This is an optimization exercise on Yosys and OpenROAD, whose aim is small area, a short achievable clock period and few clock cycles per item, not a production implementation.
Function was checked by simulation only, so behaviour that the tests miss may differ from the original.

<file path="design/flow/config.mk">
export PLATFORM = sky130hd
export DESIGN_NAME = aes128_iter_core
export DESIGN_NICKNAME = aes128_iter_core
export VERILOG_FILES = /design/flow/design.v
export SDC_FILE = /design/flow/constraint.sdc
export NUM_CORES = 4
export LEC_CHECK = 0
export CAP_MARGIN = 20
export CORE_MARGIN = 2
export CORE_UTILIZATION = 55
export CTS_CLUSTER_DIAMETER = 80
export CTS_CLUSTER_SIZE = 24
export PLACE_DENSITY = 0.75
export SETUP_SLACK_MARGIN = 2.8
export SLEW_MARGIN = 20
export SYNTH_HIERARCHICAL = 1
</file>
<file path="design/flow/constraint.sdc">
create_clock -name core_clock -period 6.5 [get_ports {clk}]
set_input_delay 1.3000 -clock core_clock [delete_from_list [all_inputs] [get_ports {clk}]]
set_output_delay 1.3000 -clock core_clock [all_outputs]
set_load 0.01 [all_outputs]
</file>
<file path="design/flow/design.v">
package aes_pkg;
    typedef logic [127:0] aes_state_t;
    typedef enum logic [1:0] {
        IDLE = 2'd0,
        RUN  = 2'd1,
        DONE = 2'd2
    } fsm_state_e;
    function automatic logic [7:0] rcon_of(input logic [3:0] r);
        case (r)
            4'd1:    rcon_of = 8'h01;
            4'd2:    rcon_of = 8'h02;
            4'd3:    rcon_of = 8'h04;
            4'd4:    rcon_of = 8'h08;
            4'd5:    rcon_of = 8'h10;
            4'd6:    rcon_of = 8'h20;
            4'd7:    rcon_of = 8'h40;
            4'd8:    rcon_of = 8'h80;
            4'd9:    rcon_of = 8'h1b;
            4'd10:   rcon_of = 8'h36;
            default: rcon_of = 8'h00;
        endcase
    endfunction
    localparam logic [2047:0] SBOX_TBL = {
        128'h637c777bf26b6fc53001672bfed7ab76,
        128'hca82c97dfa5947f0add4a2af9ca472c0,
        128'hb7fd9326363ff7cc34a5e5f171d83115,
        128'h04c723c31896059a071280e2eb27b275,
        128'h09832c1a1b6e5aa0523bd6b329e32f84,
        128'h53d100ed20fcb15b6acbbe394a4c58cf,
        128'hd0efaafb434d338545f9027f503c9fa8,
        128'h51a3408f929d38f5bcb6da2110fff3d2,
        128'hcd0c13ec5f974417c4a77e3d645d1973,
        128'h60814fdc222a908846eeb814de5e0bdb,
        128'he0323a0a4906245cc2d3ac629195e479,
        128'he7c8376d8dd54ea96c56f4ea657aae08,
        128'hba78252e1ca6b4c6e8dd741f4bbd8b8a,
        128'h703eb5664803f60e613557b986c11d9e,
        128'he1f8981169d98e949b1e87e9ce5528df,
        128'h8ca1890dbfe6426841992d0fb054bb16
    };
    function automatic logic [7:0] sbox(input logic [7:0] b);
        sbox = SBOX_TBL[{~b, 3'b000} +: 8];
    endfunction
    function automatic logic [7:0] xtime(input logic [7:0] b);
        xtime = {b[6:0], 1'b0} ^ (b[7] ? 8'h1b : 8'h00);
    endfunction
endpackage
module aes_g_xor2 (input logic a, input logic b, output logic y);
  assign y = a ^ b;
endmodule
module aes_g_xnor2 (input logic a, input logic b, output logic y);
  assign y = ~(a ^ b);
endmodule
module aes_g_nand2 (input logic a, input logic b, output logic y);
  assign y = ~(a & b);
endmodule
module aes_g_nor2 (input logic a, input logic b, output logic y);
  assign y = ~(a | b);
endmodule
module aes_g_a22oi (input logic a1, input logic a2, input logic b1, input logic b2, output logic y);
  assign y = ~((a1 & a2) | (b1 & b2));
endmodule
module aes_g_o21ai (input logic a1, input logic a2, input logic b1, output logic y);
  assign y = ~((a1 | a2) & b1);
endmodule
module aes_g_a21o (input logic a1, input logic a2, input logic b1, output logic y);
  assign y = (a1 & a2) | b1;
endmodule
module aes_sbox_top (
    input  logic [7:0] x,
    output logic [6:0] m
);
  logic U0, U1, U2, U3, U4, U5, U6, U7;
  assign {U0, U1, U2, U3, U4, U5, U6, U7} = x;
  logic T7, T18, T19, M4, T3, T4, T13, T1, T5, M1, M5, T2;
  logic T10, T24, M17, M14, T11, T15, M11, M15, M21, T20, T9, T12;
  logic T16, M9, M6, M10, M19, T25, M23, T26, M8, T21, M7, M18;
  logic T27, M12, M13, M22, T14, M3, T23, T8, M2, M16, M20, M25;
  logic M28, M27, M29, M31, M32, M33, M26, M24, M30, M34, M35, M36;
  aes_g_xnor2 g0 (.a(U1), .b(U2), .y(T7));
  aes_g_xnor2 g1 (.a(U3), .b(U7), .y(T18));
  aes_g_xor2 g2 (.a(T7), .b(T18), .y(T19));
  aes_g_nand2 g3 (.a(T19), .b(U7), .y(M4));
  aes_g_xor2 g4 (.a(U0), .b(U6), .y(T3));
  aes_g_xor2 g5 (.a(U3), .b(U5), .y(T4));
  aes_g_xor2 g6 (.a(T3), .b(T4), .y(T13));
  aes_g_xor2 g7 (.a(U0), .b(U3), .y(T1));
  aes_g_xor2 g8 (.a(U4), .b(U6), .y(T5));
  aes_g_xor2 g9 (.a(T1), .b(T5), .y(m[2]));
  aes_g_nand2 g10 (.a(T13), .b(m[2]), .y(M1));
  aes_g_xor2 g11 (.a(M4), .b(M1), .y(M5));
  aes_g_xor2 g12 (.a(U0), .b(U5), .y(T2));
  aes_g_xnor2 g13 (.a(m[2]), .b(T7), .y(T10));
  aes_g_xor2 g14 (.a(T2), .b(T10), .y(T24));
  aes_g_xor2 g15 (.a(M5), .b(T24), .y(M17));
  aes_g_nand2 g16 (.a(T2), .b(T10), .y(M14));
  aes_g_xor2 g17 (.a(U1), .b(U5), .y(T11));
  aes_g_xor2 g18 (.a(T5), .b(T11), .y(T15));
  aes_g_nand2 g19 (.a(T1), .b(T15), .y(M11));
  aes_g_xnor2 g20 (.a(M14), .b(M11), .y(M15));
  aes_g_xnor2 g21 (.a(M17), .b(M15), .y(M21));
  aes_g_xor2 g22 (.a(T1), .b(T19), .y(T20));
  aes_g_xnor2 g23 (.a(U7), .b(T7), .y(T9));
  aes_g_xor2 g24 (.a(U2), .b(U5), .y(T12));
  aes_g_xor2 g25 (.a(T5), .b(T12), .y(T16));
  aes_g_xor2 g26 (.a(T9), .b(T16), .y(m[1]));
  aes_g_nand2 g27 (.a(T20), .b(m[1]), .y(M9));
  aes_g_nand2 g28 (.a(T3), .b(T16), .y(M6));
  aes_g_xor2 g29 (.a(M9), .b(M6), .y(M10));
  aes_g_xnor2 g30 (.a(M10), .b(M15), .y(M19));
  aes_g_xnor2 g31 (.a(T20), .b(m[1]), .y(T25));
  aes_g_xnor2 g32 (.a(M19), .b(T25), .y(M23));
  aes_g_xnor2 g33 (.a(T3), .b(T16), .y(T26));
  aes_g_xnor2 g34 (.a(T26), .b(M6), .y(M8));
  aes_g_xnor2 g35 (.a(U6), .b(U7), .y(T21));
  aes_g_xor2 g36 (.a(T7), .b(T21), .y(m[0]));
  aes_g_nand2 g37 (.a(m[0]), .b(T9), .y(M7));
  aes_g_xor2 g38 (.a(M8), .b(M7), .y(M18));
  aes_g_xor2 g39 (.a(T1), .b(T12), .y(T27));
  aes_g_nand2 g40 (.a(T4), .b(T27), .y(M12));
  aes_g_xor2 g41 (.a(M12), .b(M11), .y(M13));
  aes_g_xor2 g42 (.a(M18), .b(M13), .y(M22));
  aes_g_xor2 g43 (.a(m[2]), .b(T11), .y(T14));
  aes_g_xnor2 g44 (.a(T14), .b(M1), .y(M3));
  aes_g_xor2 g45 (.a(T2), .b(m[0]), .y(T23));
  aes_g_xor2 g46 (.a(U7), .b(m[2]), .y(T8));
  aes_g_nand2 g47 (.a(T23), .b(T8), .y(M2));
  aes_g_xnor2 g48 (.a(M3), .b(M2), .y(M16));
  aes_g_xor2 g49 (.a(M16), .b(M13), .y(M20));
  aes_g_nand2 g50 (.a(M22), .b(M20), .y(M25));
  aes_g_xor2 g51 (.a(M23), .b(M25), .y(M28));
  aes_g_xnor2 g52 (.a(M20), .b(M21), .y(M27));
  aes_g_nor2 g53 (.a(M28), .b(M27), .y(M29));
  aes_g_xor2 g54 (.a(M21), .b(M29), .y(m[6]));
  aes_g_nand2 g55 (.a(M20), .b(M23), .y(M31));
  aes_g_nor2 g56 (.a(M27), .b(M31), .y(M32));
  aes_g_xor2 g57 (.a(M27), .b(M25), .y(M33));
  aes_g_xor2 g58 (.a(M32), .b(M33), .y(m[5]));
  aes_g_xor2 g59 (.a(M21), .b(M25), .y(M26));
  aes_g_xnor2 g60 (.a(M22), .b(M23), .y(M24));
  aes_g_nor2 g61 (.a(M26), .b(M24), .y(M30));
  aes_g_xor2 g62 (.a(M23), .b(M30), .y(m[4]));
  aes_g_nand2 g63 (.a(M21), .b(M22), .y(M34));
  aes_g_nor2 g64 (.a(M24), .b(M34), .y(M35));
  aes_g_xnor2 g65 (.a(M24), .b(M25), .y(M36));
  aes_g_xnor2 g66 (.a(M35), .b(M36), .y(m[3]));
endmodule
module aes_sbox_bot (
    input  logic [7:0] x,
    input  logic [3:0] m,
    output logic [7:0] y
);
  logic U0, U1, U2, U3, U4, U5, U6, U7;
  assign {U0, U1, U2, U3, U4, U5, U6, U7} = x;
  logic M37, M38, M39, M40;
  assign {M37, M38, M39, M40} = m;
  logic T7, T9, M50, M42, T1, M61, M41, M45, T4, M62, L0, L13;
  logic T2, T21, T22, T23, M56, L16, M63, T5, T6, T10, M54, M43;
  logic T3, M58, L4, L19, L1, L20, M44, M46, T8, M47, T13, M55;
  logic L3, L7, L21, M48, T12, T16, T17, M51, L12, L22, M59, L8;
  logic L18, L2, L23, L15, T11, T15, M52, T27, M53, L9, L24, M49;
  logic L5, L6, L10, L25, L26, L27, T18, T19, T20, M60, L11, L14;
  logic L28, M57, L17, L29;
  aes_g_xnor2 g0 (.a(U1), .b(U2), .y(T7));
  aes_g_xnor2 g1 (.a(U7), .b(T7), .y(T9));
  aes_g_nand2 g2 (.a(M38), .b(T9), .y(M50));
  aes_g_xor2 g3 (.a(M37), .b(M39), .y(M42));
  aes_g_xor2 g4 (.a(U0), .b(U3), .y(T1));
  aes_g_nand2 g5 (.a(M42), .b(T1), .y(M61));
  aes_g_xor2 g6 (.a(M38), .b(M40), .y(M41));
  aes_g_xor2 g7 (.a(M42), .b(M41), .y(M45));
  aes_g_xor2 g8 (.a(U3), .b(U5), .y(T4));
  aes_g_nand2 g9 (.a(M45), .b(T4), .y(M62));
  aes_g_xor2 g10 (.a(M61), .b(M62), .y(L0));
  aes_g_xor2 g11 (.a(M50), .b(L0), .y(L13));
  aes_g_xor2 g12 (.a(U0), .b(U5), .y(T2));
  aes_g_xnor2 g13 (.a(U6), .b(U7), .y(T21));
  aes_g_xor2 g14 (.a(T7), .b(T21), .y(T22));
  aes_g_xor2 g15 (.a(T2), .b(T22), .y(T23));
  aes_g_nand2 g16 (.a(M40), .b(T23), .y(M56));
  aes_g_xor2 g17 (.a(M56), .b(L0), .y(L16));
  aes_g_nand2 g18 (.a(M41), .b(T2), .y(M63));
  aes_g_xor2 g19 (.a(U4), .b(U6), .y(T5));
  aes_g_xor2 g20 (.a(T1), .b(T5), .y(T6));
  aes_g_xnor2 g21 (.a(T6), .b(T7), .y(T10));
  aes_g_nand2 g22 (.a(M41), .b(T10), .y(M54));
  aes_g_xor2 g23 (.a(M37), .b(M38), .y(M43));
  aes_g_xor2 g24 (.a(U0), .b(U6), .y(T3));
  aes_g_nand2 g25 (.a(M43), .b(T3), .y(M58));
  aes_g_xor2 g26 (.a(M54), .b(M58), .y(L4));
  aes_g_xor2 g27 (.a(M63), .b(L4), .y(L19));
  aes_g_xnor2 g28 (.a(M50), .b(M56), .y(L1));
  aes_g_xor2 g29 (.a(L0), .b(L1), .y(L20));
  aes_g_xor2 g30 (.a(M39), .b(M40), .y(M44));
  aes_g_nand2 g31 (.a(M44), .b(T6), .y(M46));
  aes_g_xor2 g32 (.a(U7), .b(T6), .y(T8));
  aes_g_nand2 g33 (.a(M40), .b(T8), .y(M47));
  aes_g_xor2 g34 (.a(T3), .b(T4), .y(T13));
  aes_g_nand2 g35 (.a(M44), .b(T13), .y(M55));
  aes_g_xnor2 g36 (.a(M47), .b(M55), .y(L3));
  aes_g_xnor2 g37 (.a(M46), .b(L3), .y(L7));
  aes_g_xnor2 g38 (.a(L1), .b(L7), .y(L21));
  aes_g_nand2 g39 (.a(M39), .b(U7), .y(M48));
  aes_g_xor2 g40 (.a(U2), .b(U5), .y(T12));
  aes_g_xor2 g41 (.a(T5), .b(T12), .y(T16));
  aes_g_xor2 g42 (.a(T9), .b(T16), .y(T17));
  aes_g_nand2 g43 (.a(M37), .b(T17), .y(M51));
  aes_g_xnor2 g44 (.a(M48), .b(M51), .y(L12));
  aes_g_xnor2 g45 (.a(L3), .b(L12), .y(L22));
  aes_g_nand2 g46 (.a(M38), .b(T22), .y(M59));
  aes_g_xnor2 g47 (.a(M51), .b(M59), .y(L8));
  aes_g_xnor2 g48 (.a(M58), .b(L8), .y(L18));
  aes_g_xnor2 g49 (.a(M46), .b(M48), .y(L2));
  aes_g_xor2 g50 (.a(L18), .b(L2), .y(L23));
  aes_g_xnor2 g51 (.a(M55), .b(L1), .y(L15));
  aes_g_xor2 g52 (.a(U1), .b(U5), .y(T11));
  aes_g_xor2 g53 (.a(T5), .b(T11), .y(T15));
  aes_g_nand2 g54 (.a(M42), .b(T15), .y(M52));
  aes_g_xor2 g55 (.a(T1), .b(T12), .y(T27));
  aes_g_nand2 g56 (.a(M45), .b(T27), .y(M53));
  aes_g_xnor2 g57 (.a(M52), .b(M53), .y(L9));
  aes_g_xnor2 g58 (.a(L15), .b(L9), .y(L24));
  aes_g_nand2 g59 (.a(M43), .b(T16), .y(M49));
  aes_g_xor2 g60 (.a(M49), .b(M61), .y(L5));
  aes_g_xnor2 g61 (.a(M62), .b(L5), .y(L6));
  aes_g_xor2 g62 (.a(M53), .b(L4), .y(L10));
  aes_g_xnor2 g63 (.a(L6), .b(L10), .y(L25));
  aes_g_xnor2 g64 (.a(L7), .b(L9), .y(L26));
  aes_g_xor2 g65 (.a(L8), .b(L10), .y(L27));
  aes_g_xnor2 g66 (.a(U3), .b(U7), .y(T18));
  aes_g_xor2 g67 (.a(T7), .b(T18), .y(T19));
  aes_g_xor2 g68 (.a(T1), .b(T19), .y(T20));
  aes_g_nand2 g69 (.a(M37), .b(T20), .y(M60));
  aes_g_xnor2 g70 (.a(M60), .b(L2), .y(L11));
  aes_g_xnor2 g71 (.a(M52), .b(M61), .y(L14));
  aes_g_xnor2 g72 (.a(L11), .b(L14), .y(L28));
  aes_g_nand2 g73 (.a(M39), .b(T19), .y(M57));
  aes_g_xor2 g74 (.a(M57), .b(L1), .y(L17));
  aes_g_xor2 g75 (.a(L11), .b(L17), .y(L29));
  aes_g_xnor2 g76 (.a(L6), .b(L23), .y(y[0]));
  aes_g_xor2 g77 (.a(L13), .b(L27), .y(y[1]));
  aes_g_xnor2 g78 (.a(L25), .b(L29), .y(y[2]));
  aes_g_xor2 g79 (.a(L20), .b(L22), .y(y[3]));
  aes_g_xnor2 g80 (.a(L6), .b(L21), .y(y[4]));
  aes_g_xnor2 g81 (.a(L19), .b(L28), .y(y[5]));
  aes_g_xnor2 g82 (.a(L16), .b(L26), .y(y[6]));
  aes_g_xnor2 g83 (.a(L6), .b(L24), .y(y[7]));
endmodule
module aes_sbox_bot7 (
    input  logic [7:0] x,
    input  logic [6:0] m,
    output logic [7:0] y
);
  logic U0, U1, U2, U3, U4, U5, U6, U7;
  assign {U0, U1, U2, U3, U4, U5, U6, U7} = x;
  logic M37, M38, M39, M40, T6, T17, T22;
  assign {M37, M38, M39, M40, T6, T17, T22} = m;
  logic T7, T9, M50, M42, T1, M61, M41, M45, T4, M62, L0, L13;
  logic T2, T23, M56, L16, M63, T10, M54, M43, T3, M58, L4, L19;
  logic L1, L20, M44, M46, T8, M47, T13, M55, L3, L7, L21, M48;
  logic M51, L12, L22, M59, L8, L18, L2, L23, L15, T5, T11, T15;
  logic M52, T12, T27, M53, L9, L24, T16, M49, L5, L6, L10, L25;
  logic L26, L27, T18, T19, T20, M60, L11, L14, L28, M57, L17, L29;
  aes_g_xnor2 g0 (.a(U1), .b(U2), .y(T7));
  aes_g_xnor2 g1 (.a(U7), .b(T7), .y(T9));
  aes_g_nand2 g2 (.a(M38), .b(T9), .y(M50));
  aes_g_xor2 g3 (.a(M37), .b(M39), .y(M42));
  aes_g_xor2 g4 (.a(U0), .b(U3), .y(T1));
  aes_g_nand2 g5 (.a(M42), .b(T1), .y(M61));
  aes_g_xor2 g6 (.a(M38), .b(M40), .y(M41));
  aes_g_xor2 g7 (.a(M42), .b(M41), .y(M45));
  aes_g_xor2 g8 (.a(U3), .b(U5), .y(T4));
  aes_g_nand2 g9 (.a(M45), .b(T4), .y(M62));
  aes_g_xor2 g10 (.a(M61), .b(M62), .y(L0));
  aes_g_xor2 g11 (.a(M50), .b(L0), .y(L13));
  aes_g_xor2 g12 (.a(U0), .b(U5), .y(T2));
  aes_g_xor2 g13 (.a(T2), .b(T22), .y(T23));
  aes_g_nand2 g14 (.a(M40), .b(T23), .y(M56));
  aes_g_xor2 g15 (.a(M56), .b(L0), .y(L16));
  aes_g_nand2 g16 (.a(M41), .b(T2), .y(M63));
  aes_g_xnor2 g17 (.a(T6), .b(T7), .y(T10));
  aes_g_nand2 g18 (.a(M41), .b(T10), .y(M54));
  aes_g_xor2 g19 (.a(M37), .b(M38), .y(M43));
  aes_g_xor2 g20 (.a(U0), .b(U6), .y(T3));
  aes_g_nand2 g21 (.a(M43), .b(T3), .y(M58));
  aes_g_xor2 g22 (.a(M54), .b(M58), .y(L4));
  aes_g_xor2 g23 (.a(M63), .b(L4), .y(L19));
  aes_g_xnor2 g24 (.a(M50), .b(M56), .y(L1));
  aes_g_xor2 g25 (.a(L0), .b(L1), .y(L20));
  aes_g_xor2 g26 (.a(M39), .b(M40), .y(M44));
  aes_g_nand2 g27 (.a(M44), .b(T6), .y(M46));
  aes_g_xor2 g28 (.a(U7), .b(T6), .y(T8));
  aes_g_nand2 g29 (.a(M40), .b(T8), .y(M47));
  aes_g_xor2 g30 (.a(T3), .b(T4), .y(T13));
  aes_g_nand2 g31 (.a(M44), .b(T13), .y(M55));
  aes_g_xnor2 g32 (.a(M47), .b(M55), .y(L3));
  aes_g_xnor2 g33 (.a(M46), .b(L3), .y(L7));
  aes_g_xnor2 g34 (.a(L1), .b(L7), .y(L21));
  aes_g_nand2 g35 (.a(M39), .b(U7), .y(M48));
  aes_g_nand2 g36 (.a(M37), .b(T17), .y(M51));
  aes_g_xnor2 g37 (.a(M48), .b(M51), .y(L12));
  aes_g_xnor2 g38 (.a(L3), .b(L12), .y(L22));
  aes_g_nand2 g39 (.a(M38), .b(T22), .y(M59));
  aes_g_xnor2 g40 (.a(M51), .b(M59), .y(L8));
  aes_g_xnor2 g41 (.a(M58), .b(L8), .y(L18));
  aes_g_xnor2 g42 (.a(M46), .b(M48), .y(L2));
  aes_g_xor2 g43 (.a(L18), .b(L2), .y(L23));
  aes_g_xnor2 g44 (.a(M55), .b(L1), .y(L15));
  aes_g_xor2 g45 (.a(U4), .b(U6), .y(T5));
  aes_g_xor2 g46 (.a(U1), .b(U5), .y(T11));
  aes_g_xor2 g47 (.a(T5), .b(T11), .y(T15));
  aes_g_nand2 g48 (.a(M42), .b(T15), .y(M52));
  aes_g_xor2 g49 (.a(U2), .b(U5), .y(T12));
  aes_g_xor2 g50 (.a(T1), .b(T12), .y(T27));
  aes_g_nand2 g51 (.a(M45), .b(T27), .y(M53));
  aes_g_xnor2 g52 (.a(M52), .b(M53), .y(L9));
  aes_g_xnor2 g53 (.a(L15), .b(L9), .y(L24));
  aes_g_xor2 g54 (.a(T5), .b(T12), .y(T16));
  aes_g_nand2 g55 (.a(M43), .b(T16), .y(M49));
  aes_g_xor2 g56 (.a(M49), .b(M61), .y(L5));
  aes_g_xnor2 g57 (.a(M62), .b(L5), .y(L6));
  aes_g_xor2 g58 (.a(M53), .b(L4), .y(L10));
  aes_g_xnor2 g59 (.a(L6), .b(L10), .y(L25));
  aes_g_xnor2 g60 (.a(L7), .b(L9), .y(L26));
  aes_g_xor2 g61 (.a(L8), .b(L10), .y(L27));
  aes_g_xnor2 g62 (.a(U3), .b(U7), .y(T18));
  aes_g_xor2 g63 (.a(T7), .b(T18), .y(T19));
  aes_g_xor2 g64 (.a(T1), .b(T19), .y(T20));
  aes_g_nand2 g65 (.a(M37), .b(T20), .y(M60));
  aes_g_xnor2 g66 (.a(M60), .b(L2), .y(L11));
  aes_g_xnor2 g67 (.a(M52), .b(M61), .y(L14));
  aes_g_xnor2 g68 (.a(L11), .b(L14), .y(L28));
  aes_g_nand2 g69 (.a(M39), .b(T19), .y(M57));
  aes_g_xor2 g70 (.a(M57), .b(L1), .y(L17));
  aes_g_xor2 g71 (.a(L11), .b(L17), .y(L29));
  aes_g_xnor2 g72 (.a(L6), .b(L23), .y(y[0]));
  aes_g_xor2 g73 (.a(L13), .b(L27), .y(y[1]));
  aes_g_xnor2 g74 (.a(L25), .b(L29), .y(y[2]));
  aes_g_xor2 g75 (.a(L20), .b(L22), .y(y[3]));
  aes_g_xnor2 g76 (.a(L6), .b(L21), .y(y[4]));
  aes_g_xnor2 g77 (.a(L19), .b(L28), .y(y[5]));
  aes_g_xnor2 g78 (.a(L16), .b(L26), .y(y[6]));
  aes_g_xnor2 g79 (.a(L6), .b(L24), .y(y[7]));
endmodule
module aes_mixcol (
    input  logic [31:0] col,
    output logic [31:0] res_n
);
  logic [7:0] a [4];
  logic [7:0] d [4];
  logic [7:0] s [4];
  logic [7:0] r [4];
  logic [7:0] b [4];
  assign a[0] = col[31 -: 8];
  assign res_n[31 -: 8] = b[0];
  assign a[1] = col[23 -: 8];
  assign res_n[23 -: 8] = b[1];
  assign a[2] = col[15 -: 8];
  assign res_n[15 -: 8] = b[2];
  assign a[3] = col[7 -: 8];
  assign res_n[7 -: 8] = b[3];
  aes_g_xor2 g0 (.a(a[0][0]), .b(a[1][0]), .y(d[0][0]));
  aes_g_xor2 g1 (.a(a[0][1]), .b(a[1][1]), .y(d[0][1]));
  aes_g_xor2 g2 (.a(a[0][2]), .b(a[1][2]), .y(d[0][2]));
  aes_g_xor2 g3 (.a(a[0][3]), .b(a[1][3]), .y(d[0][3]));
  aes_g_xor2 g4 (.a(a[0][4]), .b(a[1][4]), .y(d[0][4]));
  aes_g_xor2 g5 (.a(a[0][5]), .b(a[1][5]), .y(d[0][5]));
  aes_g_xor2 g6 (.a(a[0][6]), .b(a[1][6]), .y(d[0][6]));
  aes_g_xor2 g7 (.a(a[0][7]), .b(a[1][7]), .y(d[0][7]));
  aes_g_xor2 g8 (.a(a[1][0]), .b(a[2][0]), .y(d[1][0]));
  aes_g_xor2 g9 (.a(a[1][1]), .b(a[2][1]), .y(d[1][1]));
  aes_g_xor2 g10 (.a(a[1][2]), .b(a[2][2]), .y(d[1][2]));
  aes_g_xor2 g11 (.a(a[1][3]), .b(a[2][3]), .y(d[1][3]));
  aes_g_xor2 g12 (.a(a[1][4]), .b(a[2][4]), .y(d[1][4]));
  aes_g_xor2 g13 (.a(a[1][5]), .b(a[2][5]), .y(d[1][5]));
  aes_g_xor2 g14 (.a(a[1][6]), .b(a[2][6]), .y(d[1][6]));
  aes_g_xor2 g15 (.a(a[1][7]), .b(a[2][7]), .y(d[1][7]));
  aes_g_xor2 g16 (.a(a[2][0]), .b(a[3][0]), .y(d[2][0]));
  aes_g_xor2 g17 (.a(a[2][1]), .b(a[3][1]), .y(d[2][1]));
  aes_g_xor2 g18 (.a(a[2][2]), .b(a[3][2]), .y(d[2][2]));
  aes_g_xor2 g19 (.a(a[2][3]), .b(a[3][3]), .y(d[2][3]));
  aes_g_xor2 g20 (.a(a[2][4]), .b(a[3][4]), .y(d[2][4]));
  aes_g_xor2 g21 (.a(a[2][5]), .b(a[3][5]), .y(d[2][5]));
  aes_g_xor2 g22 (.a(a[2][6]), .b(a[3][6]), .y(d[2][6]));
  aes_g_xor2 g23 (.a(a[2][7]), .b(a[3][7]), .y(d[2][7]));
  aes_g_xor2 g24 (.a(a[3][0]), .b(a[0][0]), .y(d[3][0]));
  aes_g_xor2 g25 (.a(a[3][1]), .b(a[0][1]), .y(d[3][1]));
  aes_g_xor2 g26 (.a(a[3][2]), .b(a[0][2]), .y(d[3][2]));
  aes_g_xor2 g27 (.a(a[3][3]), .b(a[0][3]), .y(d[3][3]));
  aes_g_xor2 g28 (.a(a[3][4]), .b(a[0][4]), .y(d[3][4]));
  aes_g_xor2 g29 (.a(a[3][5]), .b(a[0][5]), .y(d[3][5]));
  aes_g_xor2 g30 (.a(a[3][6]), .b(a[0][6]), .y(d[3][6]));
  aes_g_xor2 g31 (.a(a[3][7]), .b(a[0][7]), .y(d[3][7]));
  aes_g_xor2 g32 (.a(a[1][0]), .b(d[2][0]), .y(s[0][0]));
  aes_g_xor2 g33 (.a(a[1][1]), .b(d[2][1]), .y(s[0][1]));
  aes_g_xor2 g34 (.a(a[1][2]), .b(d[2][2]), .y(s[0][2]));
  aes_g_xor2 g35 (.a(a[1][3]), .b(d[2][3]), .y(s[0][3]));
  aes_g_xor2 g36 (.a(a[1][4]), .b(d[2][4]), .y(s[0][4]));
  aes_g_xor2 g37 (.a(a[1][5]), .b(d[2][5]), .y(s[0][5]));
  aes_g_xor2 g38 (.a(a[1][6]), .b(d[2][6]), .y(s[0][6]));
  aes_g_xor2 g39 (.a(a[1][7]), .b(d[2][7]), .y(s[0][7]));
  aes_g_xor2 g40 (.a(a[2][0]), .b(d[3][0]), .y(s[1][0]));
  aes_g_xor2 g41 (.a(a[2][1]), .b(d[3][1]), .y(s[1][1]));
  aes_g_xor2 g42 (.a(a[2][2]), .b(d[3][2]), .y(s[1][2]));
  aes_g_xor2 g43 (.a(a[2][3]), .b(d[3][3]), .y(s[1][3]));
  aes_g_xor2 g44 (.a(a[2][4]), .b(d[3][4]), .y(s[1][4]));
  aes_g_xor2 g45 (.a(a[2][5]), .b(d[3][5]), .y(s[1][5]));
  aes_g_xor2 g46 (.a(a[2][6]), .b(d[3][6]), .y(s[1][6]));
  aes_g_xor2 g47 (.a(a[2][7]), .b(d[3][7]), .y(s[1][7]));
  aes_g_xor2 g48 (.a(a[3][0]), .b(d[0][0]), .y(s[2][0]));
  aes_g_xor2 g49 (.a(a[3][1]), .b(d[0][1]), .y(s[2][1]));
  aes_g_xor2 g50 (.a(a[3][2]), .b(d[0][2]), .y(s[2][2]));
  aes_g_xor2 g51 (.a(a[3][3]), .b(d[0][3]), .y(s[2][3]));
  aes_g_xor2 g52 (.a(a[3][4]), .b(d[0][4]), .y(s[2][4]));
  aes_g_xor2 g53 (.a(a[3][5]), .b(d[0][5]), .y(s[2][5]));
  aes_g_xor2 g54 (.a(a[3][6]), .b(d[0][6]), .y(s[2][6]));
  aes_g_xor2 g55 (.a(a[3][7]), .b(d[0][7]), .y(s[2][7]));
  aes_g_xor2 g56 (.a(a[0][0]), .b(d[1][0]), .y(s[3][0]));
  aes_g_xor2 g57 (.a(a[0][1]), .b(d[1][1]), .y(s[3][1]));
  aes_g_xor2 g58 (.a(a[0][2]), .b(d[1][2]), .y(s[3][2]));
  aes_g_xor2 g59 (.a(a[0][3]), .b(d[1][3]), .y(s[3][3]));
  aes_g_xor2 g60 (.a(a[0][4]), .b(d[1][4]), .y(s[3][4]));
  aes_g_xor2 g61 (.a(a[0][5]), .b(d[1][5]), .y(s[3][5]));
  aes_g_xor2 g62 (.a(a[0][6]), .b(d[1][6]), .y(s[3][6]));
  aes_g_xor2 g63 (.a(a[0][7]), .b(d[1][7]), .y(s[3][7]));
  assign r[0][0] = d[0][7];
  aes_g_xor2 g64 (.a(d[0][0]), .b(d[0][7]), .y(r[0][1]));
  assign r[0][2] = d[0][1];
  aes_g_xor2 g65 (.a(d[0][2]), .b(d[0][7]), .y(r[0][3]));
  aes_g_xor2 g66 (.a(d[0][3]), .b(d[0][7]), .y(r[0][4]));
  assign r[0][5] = d[0][4];
  assign r[0][6] = d[0][5];
  assign r[0][7] = d[0][6];
  assign r[1][0] = d[1][7];
  aes_g_xor2 g67 (.a(d[1][0]), .b(d[1][7]), .y(r[1][1]));
  assign r[1][2] = d[1][1];
  aes_g_xor2 g68 (.a(d[1][2]), .b(d[1][7]), .y(r[1][3]));
  aes_g_xor2 g69 (.a(d[1][3]), .b(d[1][7]), .y(r[1][4]));
  assign r[1][5] = d[1][4];
  assign r[1][6] = d[1][5];
  assign r[1][7] = d[1][6];
  assign r[2][0] = d[2][7];
  aes_g_xor2 g70 (.a(d[2][0]), .b(d[2][7]), .y(r[2][1]));
  assign r[2][2] = d[2][1];
  aes_g_xor2 g71 (.a(d[2][2]), .b(d[2][7]), .y(r[2][3]));
  aes_g_xor2 g72 (.a(d[2][3]), .b(d[2][7]), .y(r[2][4]));
  assign r[2][5] = d[2][4];
  assign r[2][6] = d[2][5];
  assign r[2][7] = d[2][6];
  assign r[3][0] = d[3][7];
  aes_g_xor2 g73 (.a(d[3][0]), .b(d[3][7]), .y(r[3][1]));
  assign r[3][2] = d[3][1];
  aes_g_xor2 g74 (.a(d[3][2]), .b(d[3][7]), .y(r[3][3]));
  aes_g_xor2 g75 (.a(d[3][3]), .b(d[3][7]), .y(r[3][4]));
  assign r[3][5] = d[3][4];
  assign r[3][6] = d[3][5];
  assign r[3][7] = d[3][6];
  aes_g_xnor2 g76 (.a(s[0][0]), .b(r[0][0]), .y(b[0][0]));
  aes_g_xnor2 g77 (.a(s[0][1]), .b(r[0][1]), .y(b[0][1]));
  aes_g_xnor2 g78 (.a(s[0][2]), .b(r[0][2]), .y(b[0][2]));
  aes_g_xnor2 g79 (.a(s[0][3]), .b(r[0][3]), .y(b[0][3]));
  aes_g_xnor2 g80 (.a(s[0][4]), .b(r[0][4]), .y(b[0][4]));
  aes_g_xnor2 g81 (.a(s[0][5]), .b(r[0][5]), .y(b[0][5]));
  aes_g_xnor2 g82 (.a(s[0][6]), .b(r[0][6]), .y(b[0][6]));
  aes_g_xnor2 g83 (.a(s[0][7]), .b(r[0][7]), .y(b[0][7]));
  aes_g_xnor2 g84 (.a(s[1][0]), .b(r[1][0]), .y(b[1][0]));
  aes_g_xnor2 g85 (.a(s[1][1]), .b(r[1][1]), .y(b[1][1]));
  aes_g_xnor2 g86 (.a(s[1][2]), .b(r[1][2]), .y(b[1][2]));
  aes_g_xnor2 g87 (.a(s[1][3]), .b(r[1][3]), .y(b[1][3]));
  aes_g_xnor2 g88 (.a(s[1][4]), .b(r[1][4]), .y(b[1][4]));
  aes_g_xnor2 g89 (.a(s[1][5]), .b(r[1][5]), .y(b[1][5]));
  aes_g_xnor2 g90 (.a(s[1][6]), .b(r[1][6]), .y(b[1][6]));
  aes_g_xnor2 g91 (.a(s[1][7]), .b(r[1][7]), .y(b[1][7]));
  aes_g_xnor2 g92 (.a(s[2][0]), .b(r[2][0]), .y(b[2][0]));
  aes_g_xnor2 g93 (.a(s[2][1]), .b(r[2][1]), .y(b[2][1]));
  aes_g_xnor2 g94 (.a(s[2][2]), .b(r[2][2]), .y(b[2][2]));
  aes_g_xnor2 g95 (.a(s[2][3]), .b(r[2][3]), .y(b[2][3]));
  aes_g_xnor2 g96 (.a(s[2][4]), .b(r[2][4]), .y(b[2][4]));
  aes_g_xnor2 g97 (.a(s[2][5]), .b(r[2][5]), .y(b[2][5]));
  aes_g_xnor2 g98 (.a(s[2][6]), .b(r[2][6]), .y(b[2][6]));
  aes_g_xnor2 g99 (.a(s[2][7]), .b(r[2][7]), .y(b[2][7]));
  aes_g_xnor2 g100 (.a(s[3][0]), .b(r[3][0]), .y(b[3][0]));
  aes_g_xnor2 g101 (.a(s[3][1]), .b(r[3][1]), .y(b[3][1]));
  aes_g_xnor2 g102 (.a(s[3][2]), .b(r[3][2]), .y(b[3][2]));
  aes_g_xnor2 g103 (.a(s[3][3]), .b(r[3][3]), .y(b[3][3]));
  aes_g_xnor2 g104 (.a(s[3][4]), .b(r[3][4]), .y(b[3][4]));
  aes_g_xnor2 g105 (.a(s[3][5]), .b(r[3][5]), .y(b[3][5]));
  aes_g_xnor2 g106 (.a(s[3][6]), .b(r[3][6]), .y(b[3][6]));
  aes_g_xnor2 g107 (.a(s[3][7]), .b(r[3][7]), .y(b[3][7]));
endmodule
module aes_xnor_bank #(
    parameter int unsigned W = 128
) (
    input  logic [W-1:0] a,
    input  logic [W-1:0] b,
    output logic [W-1:0] y
);
  for (genvar i = 0; i < W; i++) begin : g_bit
    aes_g_xnor2 u_x (.a(a[i]), .b(b[i]), .y(y[i]));
  end
endmodule
module aes_sel3_bank #(
    parameter int unsigned W = 128
) (
    input  logic         s0,
    input  logic         s1,
    input  logic         s01,
    input  logic [W-1:0] a,
    input  logic [W-1:0] b,
    input  logic [W-1:0] c_n,
    output logic [W-1:0] y
);
  for (genvar i = 0; i < W; i++) begin : g_bit
    logic x;
    aes_g_a22oi u_p (.a1(s0), .a2(a[i]), .b1(s1), .b2(b[i]), .y(x));
    aes_g_o21ai u_o (.a1(s01), .a2(c_n[i]), .b1(x), .y(y[i]));
  end
endmodule
module aes_hold_bank #(
    parameter int unsigned W = 128
) (
    input  logic         ld_n,
    input  logic [W-1:0] d_n,
    input  logic [W-1:0] q,
    output logic [W-1:0] y
);
  for (genvar i = 0; i < W; i++) begin : g_bit
    logic x;
    aes_g_nand2 u_h (.a(ld_n), .b(q[i]), .y(x));
    aes_g_o21ai u_o (.a1(ld_n), .a2(d_n[i]), .b1(x), .y(y[i]));
  end
endmodule
module aes_xor_bank #(
    parameter int unsigned W = 128
) (
    input  logic [W-1:0] a,
    input  logic [W-1:0] b,
    output logic [W-1:0] y
);
  for (genvar i = 0; i < W; i++) begin : g_bit
    aes_g_xor2 u_x (.a(a[i]), .b(b[i]), .y(y[i]));
  end
endmodule
module aes128_iter_core #(
    parameter int unsigned ROUNDS_PER_CYCLE = 1
) (
    input  logic         clk,
    input  logic         rst_n,
    input  logic         in_valid,
    output logic         in_ready,
    input  logic [127:0] plaintext,
    input  logic [127:0] key,
    output logic         out_valid,
    input  logic         out_ready,
    output logic [127:0] ciphertext
);
    logic [127:0] a_s, a_k;         
    logic [127:0] b_u, b_k;         
    logic [111:0] b_m;              
    logic [15:0]  b_km;             
    logic [127:0] o_ct;             
    logic         o_v;
    logic         va, pa;           
    logic [3:0]   ra;               
    logic         vb, pb, lb;       
    logic [3:0]   rb;               
    logic         fa;               
    logic         fp;               
    logic [127:0] u;
    logic [111:0] m;
    logic [27:0]  km;
    logic [31:0]  w3a;
    aes_xor_bank #(.W(128)) u_ark (.a(a_s), .b(a_k), .y(u));
    for (genvar j = 0; j < 16; j++) begin : g_top
        aes_sbox_top u_st (.x(u[8*j +: 8]), .m(m[7*j +: 7]));
    end
    assign w3a = {a_k[23:0], a_k[31:24]};
    for (genvar j = 0; j < 4; j++) begin : g_ktop
        aes_sbox_top u_kt (.x(w3a[8*j +: 8]), .m(km[7*j +: 7]));
    end
    always_ff @(posedge clk) begin
        b_u  <= u;
        b_m  <= m;
        b_k  <= a_k;
        for (int j = 0; j < 4; j++) b_km[4*j +: 4] <= km[7*j + 3 +: 4];
    end
    logic [127:0] sub, shf, mc_n, kn_n, fin_ct_n;
    logic [31:0]  w3b, subrot;
    logic [31:0]  w0, w1, w2, w3, p0, p1, p2, p3;
    logic [7:0]   rcon;
    for (genvar j = 0; j < 16; j++) begin : g_bot
        aes_sbox_bot7 u_sb (.x(b_u[8*j +: 8]), .m(b_m[7*j +: 7]), .y(sub[8*j +: 8]));
    end
    always_comb begin
        for (int c = 0; c < 4; c++) begin
            for (int r = 0; r < 4; r++) begin
                shf[127-8*(4*c+r) -: 8] = sub[127-8*(4*((c+r)%4)+r) -: 8];
            end
        end
    end
    for (genvar c = 0; c < 4; c++) begin : g_mc
        aes_mixcol u_mc (.col(shf[127-32*c -: 32]), .res_n(mc_n[127-32*c -: 32]));
    end
    assign w3b = {b_k[23:0], b_k[31:24]};
    for (genvar j = 0; j < 4; j++) begin : g_kbot
        aes_sbox_bot u_kb (.x(w3b[8*j +: 8]), .m(b_km[4*j +: 4]), .y(subrot[8*j +: 8]));
    end
    always_comb begin
        case (rb)
            4'd0:    rcon = 8'h01;
            4'd1:    rcon = 8'h02;
            4'd2:    rcon = 8'h04;
            4'd3:    rcon = 8'h08;
            4'd4:    rcon = 8'h10;
            4'd5:    rcon = 8'h20;
            4'd6:    rcon = 8'h40;
            4'd7:    rcon = 8'h80;
            4'd8:    rcon = 8'h1b;
            4'd9:    rcon = 8'h36;
            default: rcon = 8'h00;
        endcase
    end
    assign {w0, w1, w2, w3} = b_k;
    assign p0 = w0 ^ {rcon, 24'h0};
    assign p1 = p0 ^ w1;
    assign p2 = p1 ^ w2;
    assign p3 = p2 ^ w3;
    aes_xnor_bank #(.W(128)) u_kx (.a({p0, p1, p2, p3}), .b({4{subrot}}), .y(kn_n));
    aes_xor_bank #(.W(128)) u_fin (.a(shf), .b(kn_n), .y(fin_ct_n));
    logic o_free, fin, wt, acc;
    logic va_n, pa_n, fa_n;
    logic [3:0] ra_n;
    logic ir_a, fin_n;
    assign o_free   = !o_v || out_ready;
    assign fin      = fp && o_free;
    assign fin_n    = !fin;
    assign wt       = lb && !fin;
    assign ir_a     = !vb || (fp && !o_v);
    aes_g_a21o u_ir (.a1(fp), .a2(out_ready), .b1(ir_a), .y(in_ready));
    assign acc      = in_valid && in_ready;
    logic         sel_hold;
    logic [127:0] a_s_d, a_k_d;
    assign sel_hold = !vb || lb;         
    aes_sel3_bank #(.W(128)) u_sels (.s0(in_ready), .s1(wt), .s01(sel_hold),
                                     .a(plaintext), .b(b_u), .c_n(mc_n), .y(a_s_d));
    aes_sel3_bank #(.W(128)) u_selk (.s0(in_ready), .s1(wt), .s01(sel_hold),
                                     .a(key), .b(b_k), .c_n(kn_n), .y(a_k_d));
    logic [127:0] o_ct_d;
    aes_hold_bank #(.W(128)) u_oh (.ld_n(fin_n), .d_n(fin_ct_n), .q(o_ct), .y(o_ct_d));
    always_ff @(posedge clk) begin
        a_s <= a_s_d;
        a_k <= a_k_d;
        o_ct <= o_ct_d;
    end
    always_comb begin
        va_n = vb && !fin;
        pa_n = pb;
        ra_n = rb + 4'd1;
        if (acc) begin
            va_n = 1'b1;
            pa_n = 1'b0;
            ra_n = 4'd0;
        end else if (wt) begin
            pa_n = ~pb;
            ra_n = rb;
        end
    end
    assign fa_n = !acc && !fa;
    always_ff @(posedge clk) begin
        ra <= ra_n;
        pa <= pa_n;
        rb <= ra;
        pb <= pa;
        fa <= fa_n;
        if (!rst_n) begin
            va  <= 1'b0;
            vb  <= 1'b0;
            lb  <= 1'b0;
            fp  <= 1'b0;
            o_v <= 1'b0;
        end else begin
            va <= va_n;
            vb <= va;
            lb <= va && (ra == 4'd9);
            fp <= va && (ra == 4'd9) && !pa && (!va_n || !fa_n);
            if (fin) begin
                o_v <= 1'b1;
            end else if (out_ready) begin
                o_v <= 1'b0;
            end
        end
    end
    assign out_valid  = o_v;
    assign ciphertext = o_ct;
endmodule
</file>
<file path="design/flow/flow/run.sh">
#!/bin/bash
# Layout flow: the standard ORFS flow (standard.sh, unchanged synthesis), with the
# port buffers that placement inserts on every input and output made buf_2 cells
# instead of the default pick, and ORFS settings passed as make variables.
set -euo pipefail
cd "$(dirname "$0")/.."
bash standard.sh "BUFFER_PORTS_ARGS=-buffer_cell sky130_fd_sc_hd__buf_2" finish > standard_flow.log 2>&1
test -f out/final.def
</file>
<file path="design/flow/standard.sh">
#!/bin/bash
# synth_recipe.tcl (not shown) runs the flow's synth.tcl, then flattens the netlist and writes it again
# the make line also repeats each setting of config.mk as NAME=value (left out here)
make -C /OpenROAD-flow-scripts/flow DESIGN_CONFIG=/design/flow/config.mk WORK_HOME=/design/flow/orfs CLKGATE_MAP_FILE= SYNTH_SCRIPT=/design/flow/synth_recipe.tcl "${@:-finish}"
</file>
==> metrics.yaml, run 1 <==
synth.area.top_cells: "xor2_1, dfxtp_1, xnor2_1"
grt_max_degree: 131
multi_input_area_sq_um: 38000
synth_top_cell_area_share_pct: 33.8
grt_pass1_vias: 38900
drc: 0
gp_congestion: 1.03
insertion_delay_ns: 0.66
skew_ns: 0.0404
track_usage_pct: 33.4
finalHoldViolCount: 0
path_buf_inv: 0
io_pins: 390
ys_ff_latch: 792
cts-htree-levels: 2
crit_path_cell_trace: "xor2_1 -> xor2_1 -> xor2_1 -> nand2_1 -> xnor2_1 -> xnor2_1 -> xor2_1 -> xnor2_2 -> xnor2_1 -> xor2_1 -> o21ai_1"
area_delta_synth_final_pct: 13.6
layout_common_cells: "xor2_1, xnor2_1, dfxtp_1"
relSlewSlack_pct: 24.2
yosysUniqueCellTypes: 29
fill_cells: 7902
grt-ovfl-total: 0
synthesis.area_sq_um: 52300
drt_pre_antenna_iters: 5
period_minus_slack_ns: 3.71
grt_setup_unrepaired: "true"
max_freq_mhz: 270
synth_nets: 5749
rows: 113
hp-class: "flip-flop to flip-flop"
drive_above_1_share_pct: 16.1
synth.largest_area_cell: "xor2_1"
hpwl_mm: 136
cts_tree: "done"
detail_route.vias_per_cell: 5.38
finalNonFillerCells: 7270
cap_violations: 0
cpMaxStageDelayCell: "xnor2_1"
worst_ep_arrival_time_ns: 4.20
dp.cells: 7179
cts_buffer_depth: 3
synth_warnings: 15
slowest_delay_ns: 0.70
status: "timing/DRC/antenna clean"
cp_top_family: "XOR/XNOR gates"
cp_data_required_time_ns: 7.00
antenna_found_initial: 3
grt_pass1_wl_mm: 245
timing.hold.ws_ns: 0.363
syn_avg_cell_area_sq_um: 9.53
mostFrequentLayoutCell: "xor2_1"
drt_first_iter_violations: 3291
dieArea_sq_um: 97600
regArea_sq_um: 15900
ys_seq_area_share_pct: 30.3
fp.dieW_um: 312
criticalPathCategory: "flip-flop to flip-flop"
wirelength_mm: 169
cts_buffers: 47
finalCritPeriodShare_pct: 57.0
start_util_pct: 55.3
die_h_um: 312
netlist_instances: 5488
finalSetupViolations: 0
critPathLaunchType: "flip-flop"
final_antenna_net_count: 0
clkTransAtPathRegs_ns: 0.09
slew_viol_final: 0
wl_per_cell_um: 23.2
root_buffer: "clkbuf_16"
fin_nets: 6239
cts.sinks: 792
core_area_sq_um: 94600
path_max_fanout: 5
num_vias: 39100
cp_common_cell: "xor2_1"
end_kind: "flip-flop"
portBuffers: 389
worst_slew_pin_slew_ns: 1.14
[flip-flops by register name (all words and copies together), names as in the netlist, 4 cells and up]
name / count
a_k: 128
a_s: 128
b_k: 128
b_u: 128
o_ct: 128
b_m: 112
b_km: 16
rcon: 8
ra: 4
rb: 4
[per-module statistics from Yosys (local to each module, per instance), excerpt]
module / copies in the design / flip-flops and latches / cells inside / area (sq um)
aes_g_nor2: 80 / 0 / 1 / 3.75
aes_g_nand2: 728 / 0 / 1 / 3.75
aes_g_a22oi: 256 / 0 / 1 / 12.5
aes128_iter_core: 1 / 792 / 947 / 17100
aes_g_o21ai: 384 / 0 / 1 / 5.00
aes_g_a21o: 1 / 0 / 1 / 7.51
aes_g_xor2: 1912 / 0 / 1 / 8.76
aes_g_xnor2: 1180 / 0 / 1 / 8.76
[layer usage]
layer  wire length (um)  GRT usage, %
met1              70400          44.0
met2              74500          52.4
met5                  0             0
met3              12100          4.35
met4              11700          19.8
[stage by stage]
step | cell area [sq um] | TNS [ns] | worst slack (ns) | utilization, %
after floorplan | 52300 | -245.89 | -1.35 | -
after CTS | 58200 | 0 | 2.75 | 61.5
after global routing | 59400 | 0 | 2.61 | 62.8
after global placement | 56300 | 0 | 2.43 | 59.5
after detailed placement | 56300 | 0 | 2.44 | 59.5
final | 59400 | 0 | 2.79 | 62.8
[cells in the mapped netlist]
master and number:
a21boi_0 1, a21boi_2 1, a21o_1 2, a21oi_1 5, a22oi_2 256, and2_1 3, and3_1 1, and3b_1 1
and4_1 1, clkbuf_1 3, dfxtp_1 792, ha_1 1, inv_1 2, mux2i_1 1, nand2_1 730, nand2b_1 4
nand3_1 2, nand3b_1 2, nor2_1 86, nor2b_1 2, nor3_1 1, nor3b_1 1, o21a_1 1, o21ai_0 3
o21ai_1 384, or3_1 2, or3b_2 2, xnor2_1 1181, xor2_1 2017
[logic make-up (layout without fill, tap and decap cells)]
kind of cell / Yosys count / count (layout) / share of synthesized area, %
XOR/XNOR: 3198 / 3198 / 53.5
flip-flops: 792 / 792 / 30.3
multiplexers: 1 / 1 / 0.0191
adder cells (fa/ha/maj): 1 / 1 / 0.0239
buffers and inverters: 5 / 519 / 0.0359
AO/OA/AOI/OAI: 653 / 653 / 9.95
AND/OR/NAND/NOR: 838 / 838 / 6.14
other: 0 / 3 / 0
[cell type report]
type | count | area share, %
diodes | 3 | 0.0126
clock buffers | 49 | 2.06
clock inverters | 24 | 0.448
inverters | 2 | 0.0126
multi-input cells | 4691 | 64.0
flip-flops and latches | 792 | 26.7
well taps | 1265 | 2.66
repair buffers | 444 | 4.14
[path summary, 6_finish.rpt]
kind                                  to  depth (start not counted)  startpoint  slack (ns)
worst min register to register        pb                          0          pa        0.36
worst max register to register  o_ct[88]                         11     b_k[17]        2.79
worst max-delay path            o_ct[88]                         11     b_k[17]        2.79
worst min-delay path                  pb                          0          pa        0.36
[timing repair]
item                                    CTS  global route
gates resized for setup                  44           147
pin swaps                                 1             8
hold buffers                              0             0
buffers inserted                          0            15
endpoints found under the setup margin  109           205
Testbench counts, summed over its fixed seeds: cycles 16,024, items 1,600.
==> run 2: changes to the inputs <==
--- a/design/flow/config.mk
+++ b/design/flow/config.mk
@@ -8,8 +8,8 @@
 export CAP_MARGIN = 20
 export CORE_MARGIN = 2
 export CORE_UTILIZATION = 55
-export CTS_CLUSTER_DIAMETER = 80
-export CTS_CLUSTER_SIZE = 24
+export CTS_CLUSTER_DIAMETER = 100
+export CTS_CLUSTER_SIZE = 30
 export PLACE_DENSITY = 0.75
 export SETUP_SLACK_MARGIN = 2.8
 export SLEW_MARGIN = 20
==> run 2 against run 1 <==
Against the previous run:
- non-clock buffer count is 5 lower
- area after synthesis stayed put
- critical path depth stayed put
- critical endpoint is now o_ct[120]
- clock skew is 0.00054 ns lower
- routed wire length is 0.18% lower
==> metrics.yaml, run 2 <==
dieArea_sq_um: 97600
slew_viol_final: 0
skew_ns: 0.0398
finalCritPeriodShare_pct: 56.5
track_usage_pct: 33.3
hpwl_mm: 136
dp_slack_ns: 2.44
rows: 113
num_vias: 39200
detail_route.vias_per_cell: 5.40
synth_nets: 5749
finalNonFillerCells: 7254
worst_ep_arrival_time_ns: 4.17
synthesis.area_sq_um: 52300
dp.cells: 7179
syn_avg_cell_area_sq_um: 9.53
max_freq_mhz: 272
ys_seq_area_share_pct: 30.3
core_area_sq_um: 94600
grt_max_degree: 131
synth.area.top_cells: "xor2_1, dfxtp_1, xnor2_1"
fin_nets: 6224
cp_data_required_time_ns: 6.99
fill_cells: 7911
cts-htree-levels: 2
synthArstFlopShare_pct: 0
cts.sinks: 792
io_pins: 390
synth_most_common_cell: "xor2_1"
ys_ff_latch: 792
root_buffer: "clkbuf_16"
end_kind: "flip-flop"
finalHoldViolCount: 0
mostFrequentLayoutCell: "xor2_1"
area_delta_synth_final_pct: 13.2
synth.largest_area_cell: "xor2_1"
fp.dieW_um: 312
antenna_found_initial: 5
period_minus_slack_ns: 3.67
synth_warnings: 15
grt-ovfl-total: 0
die_h_um: 312
gp_congestion: 1.03
path_max_fanout: 5
critPathLaunchType: "flip-flop"
portBuffers: 389
clkTransAtPathRegs_ns: 0.11
insertion_delay_ns: 0.64
yosysUniqueCellTypes: 29
netlist_instances: 5488
drc: 0
grt_pass1_wl_mm: 245
drt_first_iter_violations: 3357
fin_util_pct: 62.6
synth_top_cell_area_share_pct: 33.8
worst_slew_pin_slew_ns: 1.14
layout_common_cells: "xor2_1, xnor2_1, dfxtp_1"
synth_edf_count: 0
yosys-top-cells-count: "xor2_1, xnor2_1, dfxtp_1"
cts_buffers: 37
criticalPathCategory: "flip-flop to flip-flop"
grt_setup_unrepaired: "true"
finalSetupViolations: 0
cts_buffer_depth: 3
hp-class: "flip-flop to flip-flop"
worst_slack_ns: 2.83
start_util_pct: 55.3
cap_violations: 0
final_antenna_net_count: 0
dominantRegCellSynth: "dfxtp_1"
drive_above_1_share_pct: 15.9
drt_pre_antenna_iters: 5
wirelength_mm: 168
cts_tree: "done"
relSlewSlack_pct: 24.1
cts_hold_buf: 0
status: "timing/DRC/antenna clean"
wl_per_cell_um: 23.2
grt_pass1_vias: 38800
run 2: final timing paths:
kind	endpoint	slack, ns	cells past startpoint	from
setup / recovery	o_ct[120]	2.83	11	b_k[17]
hold / removal	b_k[108]	0.36	0	a_k[108]
setup reg to reg	o_ct[120]	2.83	11	b_k[17]
hold reg to reg	b_k[108]	0.36	0	a_k[108]
run 2: cell type report:
cell class / instances / area [sq um] / area share, %
repair buffers: 439 / 2420 / 4.09
diodes: 6 / 15.0 / 0.0253
clock buffers: 43 / 1010 / 1.71
inverters: 2 / 7.51 / 0.0127
flip-flops and latches: 792 / 15900 / 26.8
multi-input cells: 4691 / 38100 / 64.3
clock inverters: 16 / 229 / 0.387
well taps: 1265 / 1580 / 2.67
run 2: metal layers:
metal / up-vias / track usage (%) / routed length [um]
met5: - / 0 / 0
met4: 0 / 18.7 / 11100
met3: 369 / 4.09 / 12200
met2: 1527 / 52.7 / 74800
met1: 18800 / 44.1 / 70300
li1: 18500 / - / -
run 2: worst max-delay path, stage by stage, from the launching register on:
cell and delay (ns):
dfxtp_1 0.52, xor2_1 0.39, xor2_1 0.32, xor2_1 0.18
nand2_1 0.11, xnor2_1 0.32, xnor2_1 0.13, xor2_1 0.19
xnor2_2 0.59, xnor2_1 0.34, xor2_1 0.33, o21ai_1 0.11
run 2: per-module statistics from Yosys (local to each module, per instance), excerpt:
module / flip-flops and latches / cell area (sq um) / cells / times used
aes_g_nor2: 0 / 3.75 / 1 / 80
aes_g_o21ai: 0 / 5.00 / 1 / 384
aes_g_nand2: 0 / 3.75 / 1 / 728
aes_g_xor2: 0 / 8.76 / 1 / 1912
aes_g_a21o: 0 / 7.51 / 1 / 1
aes_g_xnor2: 0 / 8.76 / 1 / 1180
aes_g_a22oi: 0 / 12.5 / 1 / 256
aes128_iter_core: 792 / 17100 / 947 / 1
run 2: kinds of logic after synthesis:
group                    count (synthesis)  synth area share, %
XOR/XNOR                              3198                 53.5
AND/OR/NAND/NOR                        838                 6.14
flip-flops                             792                 30.3
AO/OA/AOI/OAI                          653                 9.95
buffers and inverters                    5               0.0359
multiplexers                             1               0.0191
adder cells (fa/ha/maj)                  1               0.0239
run 2: per-stage QoR:
step	hold slack [ns]	TNS (ns)	cell area [sq um]
2_1_floorplan	0.324	-245.89	52300
3_3_place_gp	0.341	0	56300
3_5_place_dp	0.346	0	56300
4_1_cts	0.340	0	57900
5_1_grt	0.369	0	59200
6_report	0.358	0	59200
run 2: what timing repair did:
item / in CTS / in global routing
pin swaps: 1 / 12
gates resized for setup: 43 / 159
endpoints found under the setup margin: 115 / 213
gates cloned: 0 / 0
buffers inserted: 0 / 10
==> run 3: changes to the inputs <==
--- a/design/flow/config.mk
+++ b/design/flow/config.mk
@@ -8,8 +8,6 @@
 export CAP_MARGIN = 20
 export CORE_MARGIN = 2
 export CORE_UTILIZATION = 55
-export CTS_CLUSTER_DIAMETER = 100
-export CTS_CLUSTER_SIZE = 30
 export PLACE_DENSITY = 0.75
 export SETUP_SLACK_MARGIN = 2.8
 export SLEW_MARGIN = 20
==> run 3 against run 2 <==
Against the previous run:
- area after synthesis did not move
- clock skew fell by 0.0038 ns
- maximum frequency fell by 0.38%
- largest cell class unchanged
- worst setup slack got worse by 0.014 ns
==> metrics.yaml, run 3 <==
status: "timing/DRC/antenna clean"
cts_tree: "done"
final_cell_area_sq_um: 61100
synthArstFlopShare_pct: 0
gp_congestion: 1.03
area_delta_synth_final_pct: 16.7
dp.cells: 7179
top_layer_used: "met5"
grt_setup_unrepaired: "true"
synth_nets: 5749
final_antenna_net_count: 0
fill_cells: 7686
wl_per_cell_um: 23.2
period_minus_slack_ns: 3.69
synthesis.area_sq_um: 52300
timing.hold.ws_ns: 0.352
path_max_fanout: 5
cts-htree-levels: 3
met2_wirelength_mm: 75.5
die_h_um: 312
max_freq_mhz: 271
finalSetupViolations: 0
track_usage_pct: 33.9
start_util_pct: 55.3
num_vias: 39700
dieArea_sq_um: 97600
cts_buffers: 91
cts.sinks: 792
skew_ns: 0.0360
portBuffers: 389
drc: 0
grt_max_degree: 131
dominantRegCellSynth: "dfxtp_1"
drt-met1-wl_mm: 69.7
io_pins: 390
root_buffer: "clkbuf_16"
yosys-top-cells-count: "xor2_1, xnor2_1, dfxtp_1"
ys_seq_area_share_pct: 30.3
wirelength_mm: 171
finalHoldViolCount: 0
ys_ff_latch: 792
synth_edf_count: 0
mostFrequentLayoutCell: "xor2_1"
drt_first_iter_violations: 3427
synth.largest_area_cell: "xor2_1"
grt_pass1_vias: 39500
insertion_delay_ns: 0.68
fp.dieW_um: 312
end_kind: "flip-flop"
antenna_found_initial: 4
criticalPathCategory: "flip-flop to flip-flop"
grt_pass1_wl_mm: 249
cap_violations: 0
hp-class: "flip-flop to flip-flop"
critPathLaunchType: "flip-flop"
fin_nets: 6277
synth_top_cell_area_share_pct: 33.8
syn_avg_cell_area_sq_um: 9.53
netlist_instances: 5488
drive_above_1_share_pct: 17.0
detail_route.vias_per_cell: 5.39
hpwl_mm: 136
cts_buffer_depth: 3
grt-ovfl-total: 0
synth_warnings: 15
worst_ep_arrival_time_ns: 4.22
relSlewSlack_pct: 24.7
synth.area.top_cells: "xor2_1, dfxtp_1, xnor2_1"
synth_most_common_cell: "xor2_1"
cp_data_required_time_ns: 7.03
rows: 113
clkTransAtPathRegs_ns: 0.06
wl_met3_mm: 13.9
finalCritPeriodShare_pct: 56.7
layout_common_cells: "xor2_1, xnor2_1, dfxtp_1"
placed_cell_area_sq_um: 56300
slew_viol_final: 0
finalNonFillerCells: 7359
core_area_sq_um: 94600
yosysUniqueCellTypes: 29
worst_slew_pin_slew_ns: 1.13
drt_pre_antenna_iters: 5
-- run 3: cell count changes in the layout (fill, tap and decap cells not counted), moves of 4 or more --
cell and delta:
bufinv_16 +11, clkbuf_1 +23, clkbuf_16 +54, clkbuf_8 +13, clkinv_2 +13, diode_2 -4, xor2_1 +6
-- run 3: final timing paths --
| path | start | to | slack (ns) | cells past startpoint |
|---|---|---|---|---|
| worst min-delay path | pa | pb | 0.35 | 0 |
| worst max register to register | b_u[42] | a_s[116] | 2.81 | 11 |
| worst max-delay path | b_u[42] | a_s[116] | 2.81 | 11 |
| worst min register to register | pa | pb | 0.35 | 0 |
-- run 3: stage by stage --
step                setup WS [ns]  setup TNS [ns]  utilization, %
finish                       2.81               0            64.5
global route                 2.61               0            64.5
CTS                          2.80               0            63.2
detailed placement           2.44               0            59.5
global placement             2.43               0            59.5
floorplan                   -1.35         -245.89               -
-- run 3: routing by layer --
metal  global-route usage [%]  vias to the layer above
met4                     19.9                        4
met5                        0                        -
met1                     44.2                    19000
li1                         -                    18600
met2                     53.3                     1608
met3                     5.24                      427
-- run 3: timing repair --
| action | in CTS | in global routing |
|---|---|---|
| setup endpoints to repair | 111 | 213 |
| pin swaps | 2 | 9 |
| hold buffers | 0 | 0 |
| setup buffers | 0 | 9 |
| resized for setup | 42 | 152 |
-- run 3: area by class of cell --
cell class,count,area (sq um),share of cell area (%)
repair buffers,438,2390,3.91
inverters,2,7.51,0.0123
clock buffers,133,2630,4.30
well taps,1265,1580,2.59
diodes,2,5.00,0.00820
multi-input cells,4691,38100,62.3
flip-flops and latches,792,15900,26.0
clock inverters,36,529,0.867
-- run 3: worst max-delay path: stages (launching register included) --
cell     delay [ns]
dfxtp_1        0.48
xor2_1         0.25
xor2_1         0.16
nand2_1        0.11
xnor2_1        0.46
xnor2_1        0.16
xnor2_1        0.18
xnor2_2        0.51
xor2_2         0.40
xor2_1         0.15
xnor2_1        0.56
o21ai_1        0.14
-- run 3: cell families after synthesis --
family                   count (synthesis)  synth area share, %
XOR/XNOR                              3198                 53.5
AND/OR/NAND/NOR                        838                 6.14
flip-flops                             792                 30.3
AO/OA/AOI/OAI                          653                 9.95
buffers and inverters                    5               0.0359
multiplexers                             1               0.0191
adder cells (fa/ha/maj)                  1               0.0239
-- run 3: Yosys stat by module (local to each module, per instance), excerpt --
module / flip-flops and latches / area [sq um] / times used / cells inside
aes_g_xor2: 0 / 8.76 / 1912 / 1
aes_g_nor2: 0 / 3.75 / 80 / 1
aes_g_a22oi: 0 / 12.5 / 256 / 1
aes_g_nand2: 0 / 3.75 / 728 / 1
aes_g_xnor2: 0 / 8.76 / 1180 / 1
aes_g_a21o: 0 / 7.51 / 1 / 1
aes_g_o21ai: 0 / 5.00 / 384 / 1
aes128_iter_core: 792 / 17100 / 1 / 947

## re-timing with driven ports
The results above use ideal ports. As a check the final layouts listed here were re-extracted and re-timed, cells and wires unchanged.
Step 1 sets driving cells, clkbuf_16 on the clock port and buf_2 on the other inputs (assumed; they add their load-dependent delay and slew).
Step 2, shift: input delay + t, output delay - t, t = (earliest + latest rising clock arrival at the registers) / 2. This alone moves slack from input paths to output paths.
Three values: ideal, step 1, step 2; two values: the first two.
run | shift t [ns] | slack for setup (ns) | cell pins on the clock port's net
run 1 | 0.710 | 2.792 / 2.792 / 2.792 | 1
run 2 | 0.690 | 2.827 / 2.827 / 2.827 | 1
run 3 | 0.736 | 2.813 / 2.813 / 2.813 | 1
After both steps setup and hold are still met in every run listed.
